What follows belongs to an exercise in optimizing a design on an open flow for small area; a production flow would make more cautious choices. At most, simulation tests tie the RTL to the original design; equivalence was not proved. For run 3, only the layout was checked, not whether the RTL still works. Power and IR drop assume default switching activity.

## flow/design.v

```verilog
module mips_ctrl_regs #(
  parameter int NREG  = 32,
  parameter int WIDTH = 32
) (
  input  logic             clk,
  input  logic             rst_b,
  input  logic [5:0]       dcd_op,
  input  logic [5:0]       dcd_funct2,
  input  logic [4:0]       rs_num,
  input  logic [4:0]       rt_num,
  input  logic [4:0]       rd_num,
  input  logic [WIDTH-1:0] rd_data,
  input  logic [WIDTH-1:0] pc,
  input  logic             halted,
  input  logic             IBE,
  input  logic             DBE,
  input  logic             Ov,
  input  logic             BP,
  input  logic             AdEL_inst,
  input  logic             AdEL_data,
  input  logic             AdES,
  input  logic             CpU,
  output logic [WIDTH-1:0] rs_data,
  output logic [WIDTH-1:0] rt_data,
  output logic             ctrl_we,
  output logic             ctrl_Sys,
  output logic             ctrl_RI,
  output logic [3:0]       alu__sel,
  output logic             alu__src,
  output logic             mem_to_reg,
  output logic [1:0]       ins_type,
  output logic             imm_sign,
  output logic             is_shift,
  output logic [2:0]       mem_read_bytes,
  output logic [2:0]       mem_write_bytes,
  output logic [3:0]       mem_write_en,
  output logic             exception_halt,
  output logic             load_ex_regs,
  output logic             load_bva,
  output logic             load_bva_sel,
  output logic [4:0]       cause
);
  localparam logic [3:0] ALU_ADD = 4'd0, ALU_ADDU = 4'd1, ALU_SUB = 4'd2, ALU_SUBU = 4'd3,
                         ALU_AND = 4'd4, ALU_OR = 4'd5, ALU_XOR = 4'd6, ALU_SRL = 4'd7,
                         ALU_SRA = 4'd8, ALU_SLL = 4'd9;
  localparam logic [1:0] T_R = 2'd0, T_I = 2'd1, T_J = 2'd2;
  always_comb begin
    ctrl_we         = 1'b0;
    ctrl_Sys        = 1'b0;
    ctrl_RI         = 1'b0;
    alu__sel        = ALU_ADD;
    alu__src        = 1'b0;
    mem_to_reg      = 1'b0;
    ins_type        = T_R;
    imm_sign        = 1'b0;
    is_shift        = 1'b0;
    mem_read_bytes  = 3'd0;
    mem_write_bytes = 3'd0;
    mem_write_en    = 4'b0000;
    case (dcd_op)
      6'h00: case (dcd_funct2)
        6'h20: begin alu__sel = ALU_ADD;  ctrl_we = 1'b1; end
        6'h21: begin alu__sel = ALU_ADDU; ctrl_we = 1'b1; end
        6'h22: begin alu__sel = ALU_SUB;  ctrl_we = 1'b1; end
        6'h23: begin alu__sel = ALU_SUBU; ctrl_we = 1'b1; end
        6'h24: begin alu__sel = ALU_AND;  ctrl_we = 1'b1; end
        6'h25: begin alu__sel = ALU_OR;   ctrl_we = 1'b1; end
        6'h26: begin alu__sel = ALU_XOR;  ctrl_we = 1'b1; end
        6'h00: begin alu__sel = ALU_SLL; is_shift = 1'b1; ctrl_we = 1'b1; end
        6'h02: begin alu__sel = ALU_SRL; is_shift = 1'b1; ctrl_we = 1'b1; end
        6'h03: begin alu__sel = ALU_SRA; is_shift = 1'b1; ctrl_we = 1'b1; end
        6'h0C: ctrl_Sys = 1'b1;
        default: ctrl_RI = 1'b1;
      endcase
      6'h08, 6'h09, 6'h0C, 6'h0D, 6'h0E: begin
        ins_type = T_I;
        ctrl_we  = 1'b1;
        alu__src = 1'b1;
        case (dcd_op)
          6'h08:   begin alu__sel = ALU_ADD;  imm_sign = 1'b1; end
          6'h09:   begin alu__sel = ALU_ADDU; imm_sign = 1'b1; end
          6'h0C:   alu__sel = ALU_AND;
          6'h0D:   alu__sel = ALU_OR;
          default: alu__sel = ALU_XOR;
        endcase
      end
      6'h20, 6'h21, 6'h23, 6'h24, 6'h25: begin
        ins_type   = T_I;
        ctrl_we    = 1'b1;
        alu__src   = 1'b1;
        imm_sign   = 1'b1;
        mem_to_reg = 1'b1;
        case (dcd_op[1:0])
          2'd0:    mem_read_bytes = 3'd1;
          2'd1:    mem_read_bytes = 3'd2;
          default: mem_read_bytes = 3'd4;
        endcase
      end
      6'h28, 6'h29, 6'h2B: begin
        ins_type = T_I;
        alu__src = 1'b1;
        imm_sign = 1'b1;
        case (dcd_op[1:0])
          2'd0:    begin mem_write_bytes = 3'd1; mem_write_en = 4'b0001; end
          2'd1:    begin mem_write_bytes = 3'd2; mem_write_en = 4'b0011; end
          default: begin mem_write_bytes = 3'd4; mem_write_en = 4'b1111; end
        endcase
      end
      6'h02: ins_type = T_J;
      6'h03: begin ins_type = T_J; ctrl_we = 1'b1; end
      default: ctrl_RI = 1'b1;
    endcase
  end
  logic [NREG-1:1]            valid_q;
  logic [NREG-1:1][WIDTH-1:0] data_q;
  logic [NREG-1:1]            wen;
  logic [NREG-1:0]            rs_sel, rt_sel;
  always_comb begin
    for (int r = 1; r < NREG; r++) wen[r] = ctrl_we && (rd_num == 5'(r));
  end
  always_ff @(posedge clk or posedge rst_b) begin
    if (rst_b) valid_q <= '0;
    else       valid_q <= valid_q | wen;
  end
  always_ff @(posedge clk) begin
    for (int r = 1; r < NREG; r++)
      if (wen[r]) data_q[r] <= rd_data;
  end
  always_comb begin
    rs_sel[0] = 1'b0;
    rt_sel[0] = 1'b0;
    for (int r = 1; r < NREG; r++) begin
      rs_sel[r] = valid_q[r] && (rs_num == 5'(r));
      rt_sel[r] = valid_q[r] && (rt_num == 5'(r));
    end
    rs_data = '0;
    rt_data = '0;
    for (int r = 1; r < NREG; r++) begin
      rs_data = rs_data | ({WIDTH{rs_sel[r]}} & data_q[r]);
      rt_data = rt_data | ({WIDTH{rt_sel[r]}} & data_q[r]);
    end
  end
  logic       exc_any, bva_c, bva_sel_c;
  logic [4:0] cause_c;
  logic       exc_halt_q, exc_halt_d;
  always_comb begin
    exc_any   = 1'b1;
    bva_c     = 1'b0;
    bva_sel_c = 1'b0;
    cause_c   = 5'd0;
    if      (AdEL_inst) begin cause_c = 5'd4; bva_c = 1'b1; end
    else if (IBE)       cause_c = 5'd6;
    else if (ctrl_RI)   cause_c = 5'd10;
    else if (CpU)       cause_c = 5'd11;
    else if (Ov)        cause_c = 5'd12;
    else if (BP)        cause_c = 5'd9;
    else if (AdEL_data) begin cause_c = 5'd4; bva_c = 1'b1; bva_sel_c = 1'b1; end
    else if (AdES)      begin cause_c = 5'd5; bva_c = 1'b1; bva_sel_c = 1'b1; end
    else if (DBE)       cause_c = 5'd7;
    else                exc_any = 1'b0;
    exc_halt_d = exc_halt_q | exc_any;
  end
  always_ff @(posedge clk or posedge rst_b) begin
    if (rst_b) exc_halt_q <= 1'b0;
    else       exc_halt_q <= exc_halt_d;
  end
  assign exception_halt = exc_halt_q;
  assign load_ex_regs   = exc_any & ~exc_halt_q;
  assign load_bva       = bva_c & ~exc_halt_q;
  assign load_bva_sel   = bva_sel_c;
  assign cause          = cause_c;
  logic unused_inputs;
  assign unused_inputs = halted ^ (^pc);
endmodule
```

## flow/run.sh

```bash
#!/bin/bash
# synth_recipe.tcl (not shown) runs the flow's synth.tcl, then flattens the netlist and writes it again
# the make line also repeats each setting of config.mk as NAME=value (left out here)
make -C /OpenROAD-flow-scripts/flow DESIGN_CONFIG=/design/flow/config.mk WORK_HOME=/design/flow/orfs CLKGATE_MAP_FILE= SYNTH_SCRIPT=/design/flow/synth_recipe.tcl finish
```

## flow/config.mk

```make
export PLATFORM = sky130hd
export DESIGN_NAME = mips_ctrl_regs
export DESIGN_NICKNAME = mips_ctrl_regs
export VERILOG_FILES = /design/flow/design.v
export SDC_FILE = /design/flow/constraint.sdc
export NUM_CORES = 4
export LEC_CHECK = 0
export CAP_MARGIN = 20
export CORE_MARGIN = 2
export CORE_UTILIZATION = 45
export PLACE_DENSITY = 0.6
export SLEW_MARGIN = 20
```

## flow/constraint.sdc

```tcl
create_clock -name core_clock -period 5.5 [get_ports {clk}]
set_input_delay 1.1000 -clock core_clock [delete_from_list [all_inputs] [get_ports {clk}]]
set_output_delay 1.1000 -clock core_clock [all_outputs]
set_load 0.01 [all_outputs]
```

==> flow_summary.toml, run 1 <==
[power_and_ir_drop]
p_leak_nw = 20.3
power_density_nw_per_um2 = 320
ir_worst_vdd_uv = 286

[setup_path]
end_kind = "primary output"
path_class = "input pin to primary output"
r2r-end = "valid_q[25]"
worst-path-stages = 9
worst_setup_path_start_kind = "input pin"
path_buf_inv = 4
path_delay_family = "simple AND/OR/NAND/NOR gates"
worst-r2r-setup-slack_ns = 4.65
r2r_cells = 1
cp.arrival_ns = 4.58
max_stage_delay_ns = 0.71
r2r_start = "valid_q[25]"
cp_max_fo = 31
crit_path_cell_trace = "clkdlybuf4s50_1 > buf_12 > nor3b_4 > and2_2 > buf_12 > a22oi_1 > nand3_1 > or4_1 > clkdlybuf4s50_1"
critPathSlowestCell = "nor3b_4"
cp_data_required_time_ns = 4.40

[drt]
drc = 0
routed_wl_mm = 254
vias = 41100
drtAntennaViolNets = 0
firstDrtPassIters = 14
drt-vias-per-instance = 8.17
dr.first_iter.drc_count = 9660
wl_per_cell_um = 50.6

[min_path]
holdCritStartpoint = "valid_q[30]"
hold_depth = 1
min_to = "valid_q[30]"
hold_class = "flop to flop"

[synth]
synth_cells = 3150
yosys_warnings = 1
ys_top_cells_by_count = "992 x edfxtp_1, 660 x a22oi_1, 377 x and3_1"
synth_top_family_by_area = "compound AO/OA/AOI/OAI gates"
synthXorXnorAreaFrac_pct = 0.0196
synth_compound_area_share_pct = 16.0
yosys.cell_types.count = 56
synth_top_area_cell = "edfxtp_1"
synth_fp_nets = 3252
synth_adder_area_share_pct = 0
netlist_area_um2 = 44700
avgSynthCellArea_um2 = 14.2
post-synth-top-count-cell = "edfxtp_1"
yosysTopAreaCellShare_pct = 66.7
async_reset_ff_share_pct = 3.13
synthTopCellsByArea = "edfxtp_1 67%, a22oi_1 11%, and3_1 5.3%"
ys_ff_latch = 1024
synthMuxAreaShare_pct = 0
synthSimpleGateAreaFrac_pct = 12.6
ys.flop_type = "edfxtp_1"
synth_edf_count = 992
ys_seq_area_share_pct = 68.5

[timing]
hold_violations = 0
skew_ns = 0
tns_ns = -1.32
worst_slew_pin_slew_ns = 1.20
fmax_ghz = 0.176
grt_setup_unrepaired = "false"
min_period_ns = 5.68
slew_headroom_pct = 20.1
setup_viol = 25
drv_slew = 0
fin_crit_sh_pct = 103
worst_slack_ns = -0.176

[outcome]
status = "failed layout checks"
checkFailReasons = "setup timing"

[cells_and_area]
fillers = 7826
drive_gt1_share_pct = 21.3
register_area_um2 = 30600
syn_to_final_growth_pct = 25.2
multi_input_area_um2 = 13300
stdcell_count = 5027
nets = 3688
stdcell_area_um2 = 55900
fin_util_pct = 56.8

[place]
io_buffers = 163
dp_slack_ns = -0.399
dpl.cell_count = 4759
hpwl_mm = 154
placed_area_um2 = 51800
place.gp.congestion = 1.05

[clock_tree]
cts_tree = "done"
clk_pin_slew_worst_paths_ns = 0.06
cts-root-buf = "clkbuf_16"
clk_path_buf_depth = 3
clock_latency_ns = 0.71
cts_sinks = 1024
numCtsBuffers = 107
cts_max_level = 3

[grt]
track_usage_pct = 48.8
grt.overflow.total = 0
met2_usage_pct = 64.5
grt_antenna_before_repair = 35
grt_pass1_vias = 37400
busiest_layer = "met2"
grt_use_met1_pct = 61.9
met3_usage_pct = 24.1
grt_pass1_wl_mm = 332
grt_max_degree = 33

[die]
core_um2 = 98400
initial_utilization_pct = 45.4
die_h_um = 319
die_area_um2 = 102000
io_pins = 198
rows = 115
die_w_um = 319

[run]
max_cap_viol_count = 0
==> sequential cells by signal, summed over array words and instances (netlist names) <==
name and flops:
data_q 992, exc_halt_q 1, valid_q 31
==> what timing repair did <==
| item | CTS | global route |
|---|---|---|
| pin swaps | 1 | 3 |
| setup buffers | 1 | 3 |
| endpoints found under the hold margin | 0 | 0 |
| gates resized for setup | 51 | 39 |
| endpoints found under the setup margin | 58 | 53 |
| hold buffers | 0 | 0 |
==> layer usage <==
| layer | wire length, um | vias to the layer above |
|---|---|---|
| met1 | 83500 | 19900 |
| met3 | 49100 | 1518 |
| met2 | 98000 | 5280 |
| li1 | - | 14300 |
| met5 | 145 | - |
| met4 | 23700 | 12 |
==> stage by stage <==
| step | power [mW] | hold WS (ns) |
|---|---|---|
| final | 17.9 | 0.519 |
| after global routing | 18.2 | 0.546 |
| after CTS | 17.8 | 0.515 |
| after detailed placement | 10.1 | 0.495 |
| after global placement | 10.1 | 0.491 |
| after floorplan | 9.24 | 0.447 |
==> where the power goes <==
part	internal [mW]	switching, mW
sequential	8.65	0.100
clock	4.61	3.23
combinational	0.470	0.851
==> final cells by class <==
cell class                 instances  area share (%)
timing repair buffer             618            11.6
sequential                      1024            54.7
tap                             1287            2.88
multi-input combinational       1829            23.8
inverter                           6          0.0403
clock inverter                    73            1.68
clock buffer                     126            4.99
antenna                           64           0.287
==> cell families after synthesis <==
| group | count (synthesis) |
|---|---|
| AO/OA/AOI/OAI | 904 |
| XOR/XNOR | 1 |
| buffers and inverters | 297 |
| flip-flops | 1024 |
| other | 1 |
| AND/OR/NAND/NOR | 923 |
==> worst max-delay path by stage <==
| stage | from | end | slack [ns] |
|---|---|---|---|
| final | rs_num[3] | rs_data[27] | -0.18 |
| after global routing | rs_num[3] | rs_data[2] | 0.002 |
| after CTS | rt_num[0] | rt_data[7] | 0.0002 |
| after detailed placement | rt_num[3] | rt_data[7] | -0.40 |
| after global placement | rt_num[3] | rt_data[7] | -0.40 |
| after floorplan | dcd_op[5] | data_q[864] | 0.21 |
==> cell usage in the layout, fill, tap and decap left out, drive strengths merged, types with 3 or more instances in the layout <==
master	instances
or4	64
nor4b	3
or2	4
and3	378
nor2b	5
edfxtp	992
dlymetal6s2s	3
bufinv	21
buf	457
a2111oi	119
nand2	10
nor4	11
nand4	75
inv	12
and3b	27
a22oi	660
nor3	36
dlygate4sd2	4
clkinv	36
clkinvlp	10
nor2	25
a31oi	3
diode	64
nand3	186
nor3b	21
a21oi	11
and4b	3
clkbuf	126
nand2b	11
a31o	31
a222oi	64
o21ai	4
dfrtp	32
nand3b	5
and2	55
clkdlybuf4s50	154
==> run 2, diff against run 1 <==
--- a/flow/config.mk
+++ b/flow/config.mk
@@ -9,4 +9,5 @@
 export CORE_MARGIN = 2
 export CORE_UTILIZATION = 45
+export CTS_BUF_LIST = sky130_fd_sc_hd__clkbuf_4 sky130_fd_sc_hd__clkbuf_8
 export PLACE_DENSITY = 0.6
 export SLEW_MARGIN = 20
==> flow_summary.toml, run 2 <==
[place]
hpwl_mm = 154
place.gp.congestion = 1.05
io_buffers = 163
placed_area_um2 = 51800

[synth]
ys.flop_type = "edfxtp_1"
yosys.cell_types.count = 56
yosys_warnings = 1
synth_adder_area_share_pct = 0
synthTopCellsByArea = "edfxtp_1 67%, a22oi_1 11%, and3_1 5.3%"
avgSynthCellArea_um2 = 14.2
synth_compound_area_share_pct = 16.0
post-synth-top-count-cell = "edfxtp_1"
ys_ff_latch = 1024
yosysTopAreaCellShare_pct = 66.7
ys_seq_area_share_pct = 68.5
synthMuxAreaShare_pct = 0
synthXorXnorAreaFrac_pct = 0.0196
synth_fp_nets = 3252
ys_top_cells_by_count = "992 x edfxtp_1, 660 x a22oi_1, 377 x and3_1"
synthSimpleGateAreaFrac_pct = 12.6
synth_edf_count = 992
netlist_area_um2 = 44700
async_reset_ff_share_pct = 3.13
synth_top_area_cell = "edfxtp_1"
synth_cells = 3150
synth_top_family_by_area = "compound AO/OA/AOI/OAI gates"

[cells_and_area]
register_area_um2 = 30600
syn_to_final_growth_pct = 24.3
top_register = "data_q"
fillers = 7929
fin_util_pct = 56.4
reg_top3 = "data_q: 992 flops, valid_q: 31 flops, exc_halt_q: 1 flops"
final_common_cell = "edfxtp_1"
multi_input_area_um2 = 13300
nets = 3750
stdcell_area_um2 = 55500
final_cell_mix = "992 x edfxtp_1, 660 x a22oi_1, 368 x and3_1"
drive_gt1_share_pct = 23.3
largest_reg_flops = 992

[clock_tree]
clock_latency_ns = 0.84
cts_max_level = 4
cts_sinks = 1024
cts_tree = "done"
clk_pin_slew_worst_paths_ns = 0.06
cts-root-buf = "clkbuf_8"
numCtsBuffers = 170
clk_path_buf_depth = 3

[setup_path]
worst-r2r-setup-slack_ns = 4.67
path_class = "input pin to primary output"
r2r_cells = 1
worst_setup_path_start_kind = "input pin"
critPathSlowestCell = "nor3b_4"
r2r_start = "valid_q[23]"
cp_max_fo = 31
cp_data_required_time_ns = 4.40
startpoint = "rs_num[3]"
worst-path-stages = 9
max_stage_delay_ns = 0.71
end_kind = "primary output"
crit_path_cell_trace = "clkdlybuf4s50_1 > buf_12 > nor3b_4 > and2_2 > buf_12 > a22oi_1 > nand4_1 > or4_1 > clkdlybuf4s50_1"
cp.arrival_ns = 4.54
crit_path_end = "rs_data[22]"
path_buf_inv = 4
r2r-end = "valid_q[23]"
path_delay_family = "simple AND/OR/NAND/NOR gates"

[power_and_ir_drop]
p_sw_mw = 4.21
seq_power_share_pct = 51.5
switching_share_pct = 24.8
total_power_mw = 17.0
ir_worst_vdd_uv = 225
comb_power_share_pct = 7.8
power_density_nw_per_um2 = 306
pwr-share-clk_pct = 40.7
internal_power_mw = 12.8
p_leak_nw = 20.2

[grt]
grt_antenna_before_repair = 41
grt_pass1_vias = 37900
grt_pass1_wl_mm = 334
grt.overflow.total = 0
track_usage_pct = 49.1
grt_max_degree = 33

[outcome]
status = "failed layout checks"
checkFailReasons = "setup timing"

[timing]
grt_setup_unrepaired = "false"
fin_crit_sh_pct = 103
worst_slack_ns = -0.143
setup_viol = 26
hold_violations = 0
tns_ns = -1.39
min_period_ns = 5.64
slew_headroom_pct = 21.9
fmax_ghz = 0.177
worst_slew_pin_slew_ns = 1.17
drv_slew = 0
skew_ns = 0

[die]
initial_utilization_pct = 45.4
die_w_um = 319
die_area_um2 = 102000
die_h_um = 319
io_pins = 198
rows = 115
core_um2 = 98400

[drt]
drt-vias-per-instance = 8.16
routed_wl_mm = 256
wl_per_cell_um = 50.1
drtAntennaViolNets = 0
dr.first_iter.drc_count = 10300
firstDrtPassIters = 11
vias = 41800
drc = 0

[run]
max_cap_viol_count = 0

[min_path]
hold_class = "flop to flop"
run 2: changes by cell type in the layout (fill, tap and decap cells not counted), sizes merged:
cell | previous run | this run
clkbuf | 126 | 222
clkinv | 36 | 65
diode | 64 | 49
bufinv | 21 | 8
clkinvlp | 10 | 6
clkdlybuf4s50 | 154 | 153
inv | 12 | 11
run 2: power groups by stage:
| stage | combinational [mW] | clock (mW) | sequential [mW] |
|---|---|---|---|
| after floorplan | 0.397 | 0 | 8.84 |
| after global placement | 1.20 | 0 | 8.90 |
| after detailed placement | 1.22 | 0 | 8.90 |
| final | 1.32 | 6.91 | 8.75 |
| after CTS | 1.23 | 6.88 | 8.74 |
| after global routing | 1.30 | 7.22 | 8.75 |
run 2: what timing repair did:
| item | in CTS | in global routing |
|---|---|---|
| endpoints found under the setup margin | 58 | 56 |
| setup buffers | 1 | 3 |
| pin swaps | 1 | 4 |
| gates resized for setup | 50 | 43 |
| hold buffers | 0 | 0 |
run 2: logic make-up (layout without fill, tap and decap cells):
group | count (synthesis) | in the layout
flip-flops | 1024 | 1024
AND/OR/NAND/NOR | 923 | 923
AO/OA/AOI/OAI | 904 | 904
buffers and inverters | 297 | 929
other | 1 | 50
XOR/XNOR | 1 | 1
run 2: cell type report:
cell class	instances	share of cell area [%]
diodes	49	0.221
well taps	1287	2.90
clock inverters	84	1.12
inverters	6	0.0406
flip-flops and latches	1024	55.1
clock buffers	222	4.97
repair buffers	617	11.7
multi-input cells	1829	24.0
run 2: how the worst min path moves through the flow:
| stage | from | to | slack (ns) | depth (start not counted) |
|---|---|---|---|---|
| detailed placement | valid_q[14] | valid_q[14] | 0.49 | 1 |
| finish | valid_q[2] | valid_q[2] | 0.53 | 1 |
| global route | valid_q[2] | valid_q[2] | 0.55 | 1 |
| floorplan | valid_q[25] | valid_q[25] | 0.45 | 1 |
| CTS | valid_q[14] | valid_q[14] | 0.52 | 1 |
| global placement | valid_q[30] | valid_q[30] | 0.49 | 1 |
run 2: stage by stage:
step	cells	setup slack, ns	hold slack (ns)
floorplan	3150	0.210	0.447
detailed placement	4759	-0.399	0.495
finish	5118	-0.143	0.529
global route	5079	0.00133	0.547
global placement	4758	-0.401	0.491
CTS	5066	0.00205	0.516
run 2: metal layers:
| metal | routed length, um | GRT usage, % | vias up |
|---|---|---|---|
| met4 | 24400 | 35.3 | 18 |
| met5 | 325 | 1.04 | - |
| met1 | 83800 | 62.3 | 20200 |
| li1 | - | - | 14400 |
| met3 | 49700 | 24.2 | 1592 |
| met2 | 98200 | 64.4 | 5541 |
==> run 3, diff against run 2 <==
--- a/flow/design.v
+++ b/flow/design.v
@@ -112,33 +112,14 @@
     endcase
   end
-  logic [NREG-1:1]            valid_q;
-  logic [NREG-1:1][WIDTH-1:0] data_q;
-  logic [NREG-1:1]            wen;
-  logic [NREG-1:0]            rs_sel, rt_sel;
-  always_comb begin
-    for (int r = 1; r < NREG; r++) wen[r] = ctrl_we && (rd_num == 5'(r));
-  end
+  logic [NREG-1:0][WIDTH-1:0] regs_q;
   always_ff @(posedge clk or posedge rst_b) begin
-    if (rst_b) valid_q <= '0;
-    else       valid_q <= valid_q | wen;
-  end
-  always_ff @(posedge clk) begin
-    for (int r = 1; r < NREG; r++)
-      if (wen[r]) data_q[r] <= rd_data;
-  end
-  always_comb begin
-    rs_sel[0] = 1'b0;
-    rt_sel[0] = 1'b0;
-    for (int r = 1; r < NREG; r++) begin
-      rs_sel[r] = valid_q[r] && (rs_num == 5'(r));
-      rt_sel[r] = valid_q[r] && (rt_num == 5'(r));
-    end
-    rs_data = '0;
-    rt_data = '0;
-    for (int r = 1; r < NREG; r++) begin
-      rs_data = rs_data | ({WIDTH{rs_sel[r]}} & data_q[r]);
-      rt_data = rt_data | ({WIDTH{rt_sel[r]}} & data_q[r]);
+    if (rst_b) begin
+      regs_q <= '0;
+    end else if (ctrl_we && rd_num != 5'd0) begin
+      regs_q[rd_num] <= rd_data;
     end
   end
+  assign rs_data = regs_q[rs_num];
+  assign rt_data = regs_q[rt_num];
   logic       exc_any, bva_c, bva_sel_c;
   logic [4:0] cause_c;
--- a/flow/config.mk
+++ b/flow/config.mk
@@ -9,5 +9,4 @@
 export CORE_MARGIN = 2
 export CORE_UTILIZATION = 45
-export CTS_BUF_LIST = sky130_fd_sc_hd__clkbuf_4 sky130_fd_sc_hd__clkbuf_8
 export PLACE_DENSITY = 0.6
 export SLEW_MARGIN = 20
==> flow_summary.toml, run 3 <==
[grt]
grt_pass1_vias = 35900
grt_max_degree = 144
grt.overflow.total = 0
track_usage_pct = 26.8
grt_pass1_wl_mm = 246
grt_antenna_before_repair = 7

[timing]
worst_slack_ns = 0.517
min_period_ns = 4.98
worst_slew_pin_slew_ns = 1.10
grt_setup_unrepaired = "false"
drv_slew = 0
slew_headroom_pct = 26.7
setup_viol = 0
fin_crit_sh_pct = 90.6
tns_ns = 0
whs_ns = 0.394
skew_ns = 0
hold_violations = 0
fmax_ghz = 0.201

[power_and_ir_drop]
total_power_mw = 21.3
ir_worst_vdd_uv = 325
power_density_nw_per_um2 = 334
p_leak_nw = 28.4

[drt]
vias = 32800
firstDrtPassIters = 5
wl_per_cell_um = 32.7
drc = 0
drtAntennaViolNets = 0
dr.first_iter.drc_count = 2706
routed_wl_mm = 166
drt-vias-per-instance = 6.46

[synth]
synthTopCellsByArea = "dfrtp_1 46%, mux4_2 26%, mux2_2 17%"
synth_edf_count = 0
ys.flop_type = "dfrtp_1"
yosysTopAreaCellShare_pct = 46.2
post-synth-top-count-cell = "dfrtp_1"
synth_top_area_cell = "dfrtp_1"
async_reset_ff_share_pct = 100
synth_cells = 3302
ys_seq_area_share_pct = 46.2
synth_fp_nets = 3406
yosys.cell_types.count = 56
ys_top_cells_by_count = "1025 x dfrtp_1, 827 x mux2_2, 640 x mux4_2"
yosys_warnings = 1
avgSynthCellArea_um2 = 16.8
netlist_area_um2 = 55500
ys_ff_latch = 1025

[die]
die_h_um = 355
initial_utilization_pct = 45.5
die_area_um2 = 126000
die_w_um = 355
rows = 128
io_pins = 198
core_um2 = 122000

[setup_path]
end_kind = "primary output"
path_class = "input pin to primary output"
cp_max_fo = 15
r2r_cells = 1
cp.arrival_ns = 3.88
worst_setup_path_start_kind = "input pin"
cp_data_required_time_ns = 4.40

[clock_tree]
cts_tree = "done"
cts_sinks = 1025
postCtsSetupBuffers = 0
clk_path_buf_depth = 3
ctsHoldBuffers = 0
clk_pin_slew_worst_paths_ns = 0.05
cts_max_level = 3
cts_resized = 0
cts-root-buf = "clkbuf_16"
clock_latency_ns = 0.70
numCtsBuffers = 115

[cells_and_area]
nets = 3449
largest_reg_flops = 1024
drive_gt1_share_pct = 57.8
final_cell_mix = "1025 x dfrtp_1, 827 x mux2_2, 640 x mux4_2"
top_register = "regs_q"
syn_to_final_growth_pct = 14.8
stdcell_area_um2 = 63700
reg_top3 = "regs_q: 1024 flops, exc_halt_q: 1 flops"
final_common_cell = "dfrtp_1"

[min_path]
hold_class = "flop to flop"
hold_depth = 0

[place]
placed_area_um2 = 59600
place.gp.congestion = 0.818
hpwl_mm = 96.8
dp_slack_ns = 0.534
io_buffers = 163

[run]
max_cap_viol_count = 0

[outcome]
status = "complete, no violations"
run 3: cell types whose count changed after synthesis, sizes merged, moves of 71 or more:
cell	change
and3	-377
nand4	-71
a22oi	-660
a2111oi	-117
mux4	+640
dfrtp	+993
mux2	+1051
nand3	-180
edfxtp	-992
run 3: worst max-delay path, stage by stage:
cell,delay (ns)
clkdlybuf4s50_1,0.75
nor2b_1,0.19
nor3_1,0.05
o31a_1,0.30
nor3_1,0.25
clkinv_1,0.29
o31ai_1,0.35
clkdlybuf4s50_1,0.60
run 3: cells by family (layout without fill, tap and decap cells):
| kind of cell | Yosys count | after routing | synth area share, % |
|---|---|---|---|
| other | 1 | 4 | 0.00676 |
| multiplexers | 1696 | 1696 | 48.2 |
| adder cells (fa/ha/maj) | 2 | 2 | 0.0451 |
| buffers and inverters | 416 | 556 | 3.38 |
| flip-flops | 1025 | 1025 | 46.2 |
| AO/OA/AOI/OAI | 42 | 42 | 0.507 |
| XOR/XNOR | 4 | 4 | 0.0767 |
| AND/OR/NAND/NOR | 116 | 116 | 1.57 |
run 3: final cells by class:
type / count / area (um2)
clock buffer: 163 / 3360
antenna: 3 / 7.51
inverter: 21 / 82.6
timing repair buffer: 321 / 3760
tap: 1625 / 2030
fill: 9813 / 58300
clock inverter: 51 / 709
sequential: 1025 / 25600
multi-input combinational: 1861 / 28100
run 3: where the power goes:
group	internal (mW)	switching (mW)
Clock	4.99	3.23
Sequential	8.56	0.743
Combinational	2.31	1.44
run 3: path summary, 6_finish.rpt:
check	from	to	slack, ns
min	regs_q[16]	regs_q[16]	0.39
max in group asynchronous	rst_b	regs_q[435]	3.15
min reg2reg	regs_q[16]	regs_q[16]	0.39
max reg2reg	exc_halt_q	exc_halt_q	4.45
max	dcd_op[1]	cause[2]	0.52
min in group asynchronous	rst_b	regs_q[64]	0.99
run 3: per-layer routing:
layer	global-route usage, %	vias to the layer above	part of all wire [%]
met5	0	-	0.037
met4	9.17	10	3.6
met3	6.50	321	7.3
met2	41.8	1200	47
met1	36.9	18200	42
li1	-	13100	-
run 3: metrics by stage:
stage | utilization [%] | std cells
after floorplan | - | 3302
after global placement | 48.9 | 4853
after detailed placement | 48.9 | 4853
after CTS | 52.2 | 5067
after global routing | 52.2 | 5069
final | 52.2 | 5070
==> run 4, diff against run 3 <==
--- a/flow/design.v
+++ b/flow/design.v
@@ -112,14 +112,35 @@
     endcase
   end
-  logic [NREG-1:0][WIDTH-1:0] regs_q;
+  logic [NREG-1:1]            valid_q;
+  logic [NREG-1:1][WIDTH-1:0] data_q;
+  logic [NREG-1:1]            wen;
+  logic [NREG-1:0]            rs_sel, rt_sel;
+  always_comb begin
+    for (int r = 1; r < NREG; r++) wen[r] = ctrl_we && (rd_num == 5'(r));
+  end
   always_ff @(posedge clk or posedge rst_b) begin
-    if (rst_b) begin
-      regs_q <= '0;
-    end else if (ctrl_we && rd_num != 5'd0) begin
-      regs_q[rd_num] <= rd_data;
+    if (rst_b) valid_q <= '0;
+    else       valid_q <= valid_q | wen;
+  end
+  always_ff @(posedge clk) begin
+    for (int r = 1; r < NREG; r++)
+      if (wen[r]) data_q[r] <= rd_data;
+  end
+  always_comb begin
+    rs_sel[0] = 1'b0;
+    rt_sel[0] = 1'b0;
+    for (int r = 1; r < NREG; r++) begin
+      rs_sel[r] = valid_q[r] && (rs_num == 5'(r));
+      rt_sel[r] = valid_q[r] && (rt_num == 5'(r));
     end
   end
-  assign rs_data = regs_q[rs_num];
-  assign rt_data = regs_q[rt_num];
+  for (genvar b = 0; b < WIDTH; b++) begin : g_rd
+    logic [NREG-1:1] col;
+    for (genvar r = 1; r < NREG; r++) begin : g_col
+      assign col[r] = data_q[r][b];
+    end
+    mips_ctrl_regs_rdbit u_rs (.sel(rs_sel[NREG-1:1]), .d(col), .o(rs_data[b]));
+    mips_ctrl_regs_rdbit u_rt (.sel(rt_sel[NREG-1:1]), .d(col), .o(rt_data[b]));
+  end
   logic       exc_any, bva_c, bva_sel_c;
   logic [4:0] cause_c;
@@ -154,2 +175,21 @@
   assign unused_inputs = halted ^ (^pc);
 endmodule
+module mips_ctrl_regs_rdbit (
+  input  logic [31:1] sel,
+  input  logic [31:1] d,
+  output logic        o
+);
+  logic [10:0] y;
+  for (genvar k = 0; k < 10; k++) begin : g_grp
+    mips_ctrl_regs_aoi3 u (.s(sel[3*k+3:3*k+1]), .d(d[3*k+3:3*k+1]), .y(y[k]));
+  end
+  assign y[10] = ~(sel[31] & d[31]);
+  assign o = ~&y;
+endmodule
+module mips_ctrl_regs_aoi3 (
+  input  logic [2:0] s,
+  input  logic [2:0] d,
+  output logic       y
+);
+  assign y = ~|(s & d);
+endmodule
==> flow/flow/run.sh (new file) <==
#!/bin/bash
set -euo pipefail
export BUFFER_PORTS_ARGS="-buffer_cell sky130_fd_sc_hd__buf_2"
export CTS_ARGS="-sink_clustering_enable -repair_clock_nets -dont_use_dummy_load"
bash standard.sh > standard_flow.log 2>&1
==> flow/standard.sh (new file) <==
#!/bin/bash
# synth_recipe.tcl (not shown) runs the flow's synth.tcl, then flattens the netlist and writes it again
# the make line also repeats each setting of config.mk as NAME=value (left out here)
make -C /OpenROAD-flow-scripts/flow DESIGN_CONFIG=/design/flow/config.mk WORK_HOME=/design/flow/orfs CLKGATE_MAP_FILE= SYNTH_SCRIPT=/design/flow/synth_recipe.tcl "${@:-finish}"
--- a/flow/config.mk
+++ b/flow/config.mk
@@ -11,2 +11,3 @@
 export PLACE_DENSITY = 0.6
 export SLEW_MARGIN = 20
+export SYNTH_HIERARCHICAL = 1
removed: flow/run.sh
==> flow_summary.toml, run 4 <==
[cells_and_area]
largest_reg_flops = 992
drive_gt1_share_pct = 20.2
final_cell_mix = "992 x edfxtp_1, 640 x a222oi_1, 163 x buf_2"
syn_to_final_growth_pct = 16.0
stdcell_area_um2 = 47200
reg_top3 = "data_q: 992 flops, valid_q: 31 flops, exc_halt_q: 1 flops"
top_register = "data_q"
final_common_cell = "edfxtp_1"
stdcell_count = 3815
fin_util_pct = 52.6
nets = 2734

[clock_tree]
clk_path_buf_depth = 3
cts_resized = 0
clk_pin_slew_worst_paths_ns = 0.06
cts-root-buf = "clkbuf_16"
cts_tree = "done"
numCtsBuffers = 105
cts_max_level = 3
ctsHoldBuffers = 0
cts_sinks = 1024
postCtsSetupBuffers = 0
clock_latency_ns = 0.61

[place]
dp_slack_ns = 0.696
io_buffers = 163
placed_area_um2 = 44500
hpwl_mm = 97.9
place.gp.congestion = 0.924
dpl.cell_count = 3701

[setup_path]
path_buf_inv = 3
worst_setup_path_start_kind = "input pin"
path_delay_family = "simple AND/OR/NAND/NOR gates"
end_kind = "primary output"
path_class = "input pin to primary output"
critPathSlowestCell = "and3_2"
cp.arrival_ns = 3.87
cp_data_required_time_ns = 4.40
crit_path_cell_trace = "buf_2 > and2_0 > and3_2 > buf_4 > a222oi_1 > nand4_1 > a2111o_1 > buf_2"
cp_max_fo = 26
cpMostUsedCell = "buf_2"
max_stage_delay_ns = 0.68

[synth]
synth_top_area_cell = "edfxtp_1"
ys.flop_type = "edfxtp_1"
post-synth-top-count-cell = "edfxtp_1"
netlist_area_um2 = 40700
ys_seq_area_share_pct = 75.2
yosys.cell_types.count = 55
ys_top_cells_by_count = "992 x edfxtp_1, 640 x a222oi_1, 130 x nand4_1"
async_reset_ff_share_pct = 3.13
synth_edf_count = 992
yosys_warnings = 7
avgSynthCellArea_um2 = 18.2
ys_ff_latch = 1024
synth_cells = 2232
synthTopCellsByArea = "edfxtp_1 73%, a222oi_1 16%, nand4_1 2.0%"
yosysTopAreaCellShare_pct = 73.2
synth_fp_nets = 2334

[timing]
drv_slew = 0
setup_viol = 0
fmax_ghz = 0.201
min_period_ns = 4.97
hold_violations = 0
grt_setup_unrepaired = "false"
worst_slew_pin_slew_ns = 1.25
slew_headroom_pct = 16.8
fin_crit_sh_pct = 90.4
skew_ns = 0
tns_ns = 0
worst_slack_ns = 0.528

[min_path]
hold_class = "flop to flop"

[drt]
routed_wl_mm = 159
drc = 0
drtAntennaViolNets = 0
dr.first_iter.drc_count = 7632
drt-vias-per-instance = 8.10
firstDrtPassIters = 14
vias = 30900
wl_per_cell_um = 41.6

[die]
initial_utilization_pct = 45.3
io_pins = 198
die_h_um = 305
die_area_um2 = 92800
die_w_um = 305
core_um2 = 89700
rows = 110

[grt]
grt_antenna_before_repair = 17
track_usage_pct = 33.3
grt_max_degree = 33
grt.overflow.total = 0
grt_pass1_vias = 30300
grt_pass1_wl_mm = 218

[power_and_ir_drop]
ir_worst_vdd_uv = 252
p_leak_nw = 15.7
power_density_nw_per_um2 = 329

[outcome]
status = "complete, no violations"

[run]
max_cap_viol_count = 0
run 4: cell count changes in the layout (fill, tap and decap cells not counted), moves of 120 or more:
| cell | previous run | this run |
|---|---|---|
| a222oi_1 | 0 | 640 |
| buf_2 | 3 | 163 |
| clkdlybuf4s50_1 | 151 | 0 |
| dfrtp_1 | 1025 | 32 |
| edfxtp_1 | 0 | 992 |
| mux2_2 | 827 | 0 |
| mux2_4 | 120 | 0 |
| mux4_2 | 640 | 0 |
| nand4_1 | 4 | 130 |
run 4: cells by family (layout without fill, tap and decap cells):
group | Yosys count | count (layout) | share of synthesized area [%]
xor gates and xnor gates | 1 | 1 | 0.0215
buffers and inverters | 36 | 434 | 0.449
DFF | 1024 | 1024 | 75.2
muxes | 1 | 1 | 0.0246
and+or+nand+nor | 406 | 406 | 5.61
other | 1 | 10 | 0.00922
AOI/OAI and AO/OA | 763 | 763 | 18.7
run 4: worst paths after layout:
path / startpoint / to / slack, ns / cells past startpoint
hold / removal: valid_q[10] / valid_q[10] / 0.48 / 1
max in group asynchronous: rst_b / valid_q[23] / 4.60 / 3
min in group asynchronous: rst_b / valid_q[28] / 0.57 / 3
setup / recovery: rt_num[3] / rt_data[22] / 0.53 / 8
setup reg to reg: valid_q[28] / valid_q[28] / 4.77 / 1
hold reg to reg: valid_q[10] / valid_q[10] / 0.48 / 1
run 4: modules after synthesis (local to each module, per instance):
module,times used,cells,flops+latches,area (um2)
mips_ctrl_regs_aoi3,640,1,0,10.0
mips_ctrl_regs,1,1336,1024,32500
mips_ctrl_regs_rdbit,64,4,0,27.5
run 4: layout make-up:
| cell class | instances | area, um2 |
|---|---|---|
| Antenna cell | 9 | 22.5 |
| Clock buffer | 105 | 2630 |
| Fill cell | 7206 | 42500 |
| Inverter | 8 | 30.0 |
| Multi-Input combinational cell | 1172 | 10100 |
| Sequential cell | 1024 | 30600 |
| Tap cell | 1176 | 1470 |
| Timing Repair Buffer | 321 | 2300 |
run 4: through the flow:
| step | hold slack, ns | power [mW] |
|---|---|---|
| 2_1_floorplan | 0.444 | 9.19 |
| 3_3_place_gp | 0.457 | 9.61 |
| 3_5_place_dp | 0.464 | 9.63 |
| 4_1_cts | 0.476 | 15.5 |
| 5_1_grt | 0.495 | 15.9 |
| 6_report | 0.477 | 15.5 |
run 4: layer usage:
layer / part of all wire (%) / track usage [%]
met5: 0.058 / 0
met4: 6.7 / 20.1
met3: 17 / 12.1
met2: 43 / 48.8
met1: 34 / 42.3
run 4: power breakdown:
group	leakage [nW]	switching, mW	internal (mW)
clock network	1.29	2.68	3.32
registers	9.33	0.0604	8.65
logic	5.10	0.548	0.246
total	15.7	3.29	12.2
==> run 5, diff against run 4 <==
--- a/flow/design.v
+++ b/flow/design.v
@@ -123,8 +123,14 @@
     else       valid_q <= valid_q | wen;
   end
-  always_ff @(posedge clk) begin
-    for (int r = 1; r < NREG; r++)
-      if (wen[r]) data_q[r] <= rd_data;
-  end
+  logic [NREG-1:1]            nwen;
+  logic [NREG-1:1][WIDTH-1:0] data_d;
+  assign nwen = ~wen;
+  for (genvar r = 1; r < NREG; r++) begin : g_wr
+    for (genvar b = 0; b < WIDTH; b++) begin : g_b
+      mips_ctrl_regs_wbit u_w (.we(wen[r]), .nwe(nwen[r]), .d(rd_data[b]), .q(data_q[r][b]),
+                               .y(data_d[r][b]));
+    end
+  end
+  always_ff @(posedge clk) data_q <= data_d;
   always_comb begin
     rs_sel[0] = 1'b0;
@@ -194,2 +200,11 @@
   assign y = ~|(s & d);
 endmodule
+module mips_ctrl_regs_wbit (
+  input  logic we,
+  input  logic nwe,
+  input  logic d,
+  input  logic q,
+  output logic y
+);
+  assign y = (we & d) | (nwe & q);
+endmodule
==> flow/flow/run.sh (replaced) <==
#!/bin/bash
set -euo pipefail
export BUFFER_PORTS_ARGS="-buffer_cell sky130_fd_sc_hd__buf_2"
export CTS_ARGS="-sink_clustering_enable -repair_clock_nets -dont_use_dummy_load -buf_list sky130_fd_sc_hd__clkbuf_16 -sink_clustering_size 20 -sink_clustering_max_diameter 100"
bash standard.sh > standard_flow.log 2>&1
==> flow_summary.toml, run 5 <==
[synth]
yosysTopAreaCellShare_pct = 50.1
netlist_area_um2 = 39600
synth_fp_nets = 3363
yosys_warnings = 7
avgSynthCellArea_um2 = 12.1
synth_top_area_cell = "dfxtp_1"
synthTopCellsByArea = "dfxtp_1 50%, a22o_1 22%, a222oi_1 16%"
ys.flop_type = "dfxtp_1"
ys_seq_area_share_pct = 52.2
ys_top_cells_by_count = "992 x a22o_1, 992 x dfxtp_1, 640 x a222oi_1"
synth_cells = 3261
async_reset_ff_share_pct = 3.13
ys_ff_latch = 1024
yosys.cell_types.count = 59
synth_edf_count = 0

[setup_path]
cp_max_fo = 12
path_class = "input pin to primary output"
max_stage_delay_ns = 0.90
path_delay_family = "simple AND/OR/NAND/NOR gates"
crit_path_cell_trace = "buf_2 > nor3b_1 > and3_1 > buf_4 > a222oi_1 > nand4_1 > a2111o_1 > buf_2"
cp.arrival_ns = 4.09
cp_data_required_time_ns = 4.40
critPathSlowestCell = "and3_1"
worst-r2r-setup-slack_ns = 4.75
worst_setup_path_start_kind = "input pin"
path_buf_inv = 3
cpMostUsedCell = "buf_2"
end_kind = "primary output"

[drt]
routed_wl_mm = 199
wl_per_cell_um = 41.4
firstDrtPassIters = 14
drtAntennaViolNets = 0
dr.first_iter.drc_count = 9770
drc = 0
drt-vias-per-instance = 8.49
vias = 40700

[cells_and_area]
reg_top3 = "data_q: 992 flops, valid_q: 31 flops, exc_halt_q: 1 flops"
stdcell_count = 4800
drive_gt1_share_pct = 12.5
final_cell_mix = "992 x a22o_1, 992 x dfxtp_1, 640 x a222oi_1"
nets = 3731
top_register = "data_q"
largest_reg_flops = 992
syn_to_final_growth_pct = 13.0

[outcome]
status = "complete, no violations"

[clock_tree]
cts-root-buf = "clkbuf_16"
cts_sinks = 1024
clock_latency_ns = 0.68
cts_tree = "done"
numCtsBuffers = 57
cts_resized = 0
clk_path_buf_depth = 3
clk_pin_slew_worst_paths_ns = 0.09
cts_max_level = 2
ctsHoldBuffers = 0
postCtsSetupBuffers = 0

[min_path]
hold_class = "flop to flop"

[grt]
grt_antenna_before_repair = 33
grt_pass1_vias = 39500
grt_max_degree = 35
track_usage_pct = 42.3
grt_pass1_wl_mm = 282
grt.overflow.total = 0

[die]
initial_utilization_pct = 45.5
die_h_um = 301
die_area_um2 = 90400
io_pins = 198
core_um2 = 87000
die_w_um = 301
rows = 108

[timing]
worst_slew_pin_slew_ns = 1.29
slew_headroom_pct = 14.1
min_period_ns = 5.19
tns_ns = 0
fin_crit_sh_pct = 94.3
grt_setup_unrepaired = "false"
setup_viol = 0
skew_ns = 0
drv_slew = 0
fmax_ghz = 0.193
hold_violations = 0
worst_slack_ns = 0.314

[run]
max_cap_viol_count = 0

[place]
hpwl_mm = 118
dpl.cell_count = 4725
dp_slack_ns = 0.544
io_buffers = 163
place.gp.congestion = 0.995

[power_and_ir_drop]
power_density_nw_per_um2 = 335
ir_worst_vdd_uv = 292
p_leak_nw = 18.1
## run 5: area by class of cell
type,count,area (um2)
Fill cell,7580,42300
Sequential cell,1024,20700
Multi-Input combinational cell,2203,19000
Timing Repair Buffer,332,2120
Tap cell,1155,1450
Clock buffer,57,1430
Antenna cell,18,45.0
Inverter,11,41.3
## run 5: path summary, 6_finish.rpt
kind                          endpoint  cells after the start   startpoint
min in group asynchronous   exc_halt_q                      3        rst_b
hold / removal             valid_q[31]                      1  valid_q[31]
hold reg to reg            valid_q[31]                      1  valid_q[31]
setup reg to reg            exc_halt_q                      1   exc_halt_q
max in group asynchronous  valid_q[22]                      3        rst_b
setup / recovery           rt_data[16]                      8    rt_num[4]
## run 5: logic make-up (layout without fill, tap and decap cells)
group | Yosys count | count (layout) | share of synthesized area (%)
AO/OA/AOI/OAI | 1761 | 1761 | 41.1
XOR/XNOR | 2 | 2 | 0.0442
adder cells (fa/ha/maj) | 1 | 1 | 0.0253
buffers and inverters | 34 | 400 | 0.411
flip-flops | 1024 | 1024 | 52.2
other | 1 | 19 | 0.00947
AND/OR/NAND/NOR | 438 | 438 | 6.24
## run 5: per-module statistics from Yosys (local to each module, per instance)
module	flops+latches	area (um2)
mips_ctrl_regs_aoi3	0	10.0
mips_ctrl_regs	1024	22800
mips_ctrl_regs_rdbit	0	27.5
mips_ctrl_regs_wbit	0	8.76
## run 5: stage by stage
step	cell area, um2	hold slack, ns	util, %	power [mW]
floorplan	39600	0.433	-	9.99
global placement	43300	0.457	49.7	10.5
detailed placement	43300	0.467	49.7	10.7
CTS	44700	0.487	51.4	14.8
global route	44700	0.504	51.4	15.4
finish	44700	0.488	51.4	15.0
## run 5: routing by layer
| metal | vias up | track usage (%) | wire (um) |
|---|---|---|---|
| met3 | 1028 | 16.5 | 32200 |
| met1 | 19900 | 52.1 | 69300 |
| met4 | 20 | 25.2 | 13800 |
| li1 | 15800 | - | - |
| met2 | 3981 | 62.4 | 83300 |
| met5 | - | 0 | 303 |
## run 5: report_power, final
part / internal (mW) / total, mW / switching (mW)
clock network: 1.83 / 4.35 / 2.52
logic: 0.746 / 1.45 / 0.702
registers: 8.39 / 9.17 / 0.785
==> run 6, diff against run 5 <==
==> flow/flow/run.sh (replaced) <==
#!/bin/bash
set -euo pipefail
export BUFFER_PORTS_ARGS="-buffer_cell sky130_fd_sc_hd__buf_2"
export CTS_ARGS="-sink_clustering_enable -repair_clock_nets -dont_use_dummy_load -buf_list sky130_fd_sc_hd__clkbuf_8 -sink_clustering_size 15 -sink_clustering_max_diameter 70"
bash standard.sh > standard_flow.log 2>&1
==> flow_summary.toml, run 6 <==
[outcome]
status = "complete, no violations"

[cells_and_area]
largest_reg_flops = 992
stdcell_area_um2 = 44400
fillers = 7604
drive_gt1_share_pct = 13.0
reg_top3 = "data_q: 992 flops, valid_q: 31 flops, exc_halt_q: 1 flops"
stdcell_count = 4823
top_register = "data_q"
final_cell_mix = "992 x a22o_1, 992 x dfxtp_1, 640 x a222oi_1"
nets = 3752
fin_util_pct = 51.0
syn_to_final_growth_pct = 12.1
register_area_um2 = 20700
multi_input_area_um2 = 19000

[timing]
fin_crit_sh_pct = 94.2
min_period_ns = 5.18
worst_slew_pin_slew_ns = 1.26
grt_setup_unrepaired = "false"
drv_slew = 0
fmax_ghz = 0.193
setup_viol = 0
worst_slack_ns = 0.317
skew_ns = 0
tns_ns = 0
slew_headroom_pct = 16.1
hold_violations = 0

[grt]
grt_max_degree = 35
grt_pass1_wl_mm = 283
grt_pass1_vias = 39700
grt_antenna_before_repair = 33
track_usage_pct = 42.5
grt.overflow.total = 0

[setup_path]
cp_data_required_time_ns = 4.40
path_class = "input pin to primary output"
end_kind = "primary output"
cp.arrival_ns = 4.08
cp_max_fo = 14
worst_setup_path_start_kind = "input pin"

[power_and_ir_drop]
ir_worst_vdd_uv = 211
power_density_nw_per_um2 = 324
p_leak_nw = 18.0

[clock_tree]
clk_pin_slew_worst_paths_ns = 0.10
numCtsBuffers = 78
cts_sinks = 1024
cts-root-buf = "clkbuf_8"
cts_tree = "done"
postCtsSetupBuffers = 0
cts_max_level = 3
clk_path_buf_depth = 3
ctsHoldBuffers = 0
cts_resized = 0
clock_latency_ns = 0.74

[die]
io_pins = 198
core_um2 = 87000
die_h_um = 301
rows = 108
die_area_um2 = 90400
die_w_um = 301
initial_utilization_pct = 45.5

[synth]
ys_ff_latch = 1024
ys_seq_area_share_pct = 52.2
synth_top_area_cell = "dfxtp_1"
netlist_area_um2 = 39600
yosys_warnings = 7
synth_edf_count = 0
synthTopCellsByArea = "dfxtp_1 50%, a22o_1 22%, a222oi_1 16%"
yosys.cell_types.count = 59
synth_cells = 3261
ys_top_cells_by_count = "992 x a22o_1, 992 x dfxtp_1, 640 x a222oi_1"
async_reset_ff_share_pct = 3.13
synth_fp_nets = 3363
yosysTopAreaCellShare_pct = 50.1
ys.flop_type = "dfxtp_1"
avgSynthCellArea_um2 = 12.1

[drt]
drc = 0
dr.first_iter.drc_count = 9574
firstDrtPassIters = 14
wl_per_cell_um = 41.4
routed_wl_mm = 200
vias = 40900
drt-vias-per-instance = 8.48
drtAntennaViolNets = 0

[place]
io_buffers = 163
dpl.cell_count = 4725
place.gp.congestion = 0.995
dp_slack_ns = 0.544
placed_area_um2 = 43300
hpwl_mm = 118

[min_path]
hold_class = "flop to flop"

[run]
max_cap_viol_count = 0
-- run 6: worst max-delay path: stages --
cell and delay, ns:
buf_2 0.12, and2_1 0.28, nor2b_1 0.20, and3_1 0.54, buf_4 0.38, a222oi_1 0.39, nand4_1 0.31, a2111o_1 0.54
buf_2 0.19
-- run 6: stage by stage --
| stage | hold slack (ns) | total power [mW] |
|---|---|---|
| finish | 0.493 | 14.4 |
| global route | 0.506 | 14.8 |
| CTS | 0.488 | 14.2 |
| detailed placement | 0.467 | 10.7 |
| global placement | 0.457 | 10.5 |
| floorplan | 0.433 | 9.99 |
-- run 6: per-layer routing --
metal | GRT usage (%) | routed length, um | vias up
met5 | 0 | 116 | -
met1 | 51.9 | 68900 | 19900
met3 | 17.2 | 32900 | 1076
met2 | 61.8 | 82300 | 4082
met4 | 27.4 | 15400 | 20
li1 | - | - | 15800
-- run 6: layout make-up --
cell class                      count  area share (%)
Sequential cell                  1024            46.5
Tap cell                         1155            3.25
Clock buffer                       78            2.42
Timing Repair Buffer              332            4.78
Antenna cell                       20           0.113
Multi-Input combinational cell   2203            42.8
Inverter                           11          0.0930
-- run 6: report_power, final --
group	internal, mW	switching [mW]
sequential	8.39	0.784
combinational	0.746	0.702
clock	1.28	2.47
total	10.4	3.96
-- run 6: modules after synthesis (local to each module, per instance) --
module | flip-flops and latches | cells
mips_ctrl_regs | 1024 | 1373
mips_ctrl_regs_aoi3 | 0 | 1
mips_ctrl_regs_rdbit | 0 | 4
mips_ctrl_regs_wbit | 0 | 1
-- run 6: logic make-up (layout without fill, tap and decap cells) --
logic type / count (synthesis) / after routing / share of synthesized area [%]
compound gates: 1761 / 1761 / 41.1
flops: 1024 / 1024 / 52.2
buf+inv: 34 / 421 / 0.411
xor+xnor: 2 / 2 / 0.0442
simple gates: 438 / 438 / 6.24
other cells: 1 / 21 / 0.00947
fa+ha+maj: 1 / 1 / 0.0253
-- run 6: final timing paths --
| path | from | cells past startpoint | to | slack [ns] |
|---|---|---|---|---|
| setup / recovery | rs_num[3] | 9 | rs_data[16] | 0.32 |
| hold / removal | valid_q[31] | 1 | valid_q[31] | 0.49 |
| setup reg to reg | exc_halt_q | 1 | exc_halt_q | 4.75 |
| hold reg to reg | valid_q[31] | 1 | valid_q[31] | 0.49 |
| max in group asynchronous | rst_b | 3 | valid_q[18] | 4.58 |
| min in group asynchronous | rst_b | 3 | exc_halt_q | 0.50 |

==> what the ideal ports hide <==
No port has a modelled driver above. Below, the same layouts with a new extraction and two added sets of constraints. Step 1: set_driving_cell puts a clkbuf_16 on clk and a buf_2 on each other input, an assumption about the parent block. Step 2 adds t to the input delays and takes it off the output delays; t is the mean of the earliest and latest rising clock arrival at the registers after step 1. Input paths then give back, and output paths get back, about the clock's delay inside the block. Three values: ideal, step 1, step 2; two values: the first two.
| run | t (ns) | setup slack, ns | slew at the worst register clock pin (ns) |
|---|---|---|---|
| run 1 | 0.780 | -0.176 / -0.203 / -0.203 | 0.07 / 0.07 |
| run 2 | 0.941 | -0.143 / -0.170 / -0.170 | 0.07 / 0.07 |
| run 3 | 0.772 | 0.517 / 0.494 / 0.494 | 0.06 / 0.06 |
| run 4 | 0.704 | 0.528 / 0.469 / 0.469 | 0.06 / 0.06 |
| run 5 | 0.719 | 0.314 / 0.141 / 0.141 | 0.09 / 0.09 |
| run 6 | 0.772 | 0.317 / 0.151 / 0.151 | 0.11 / 0.11 |
For run 5, which loses most, drivers alone change the setup slack by -0.173 ns; drivers and shift together by -0.173 ns.
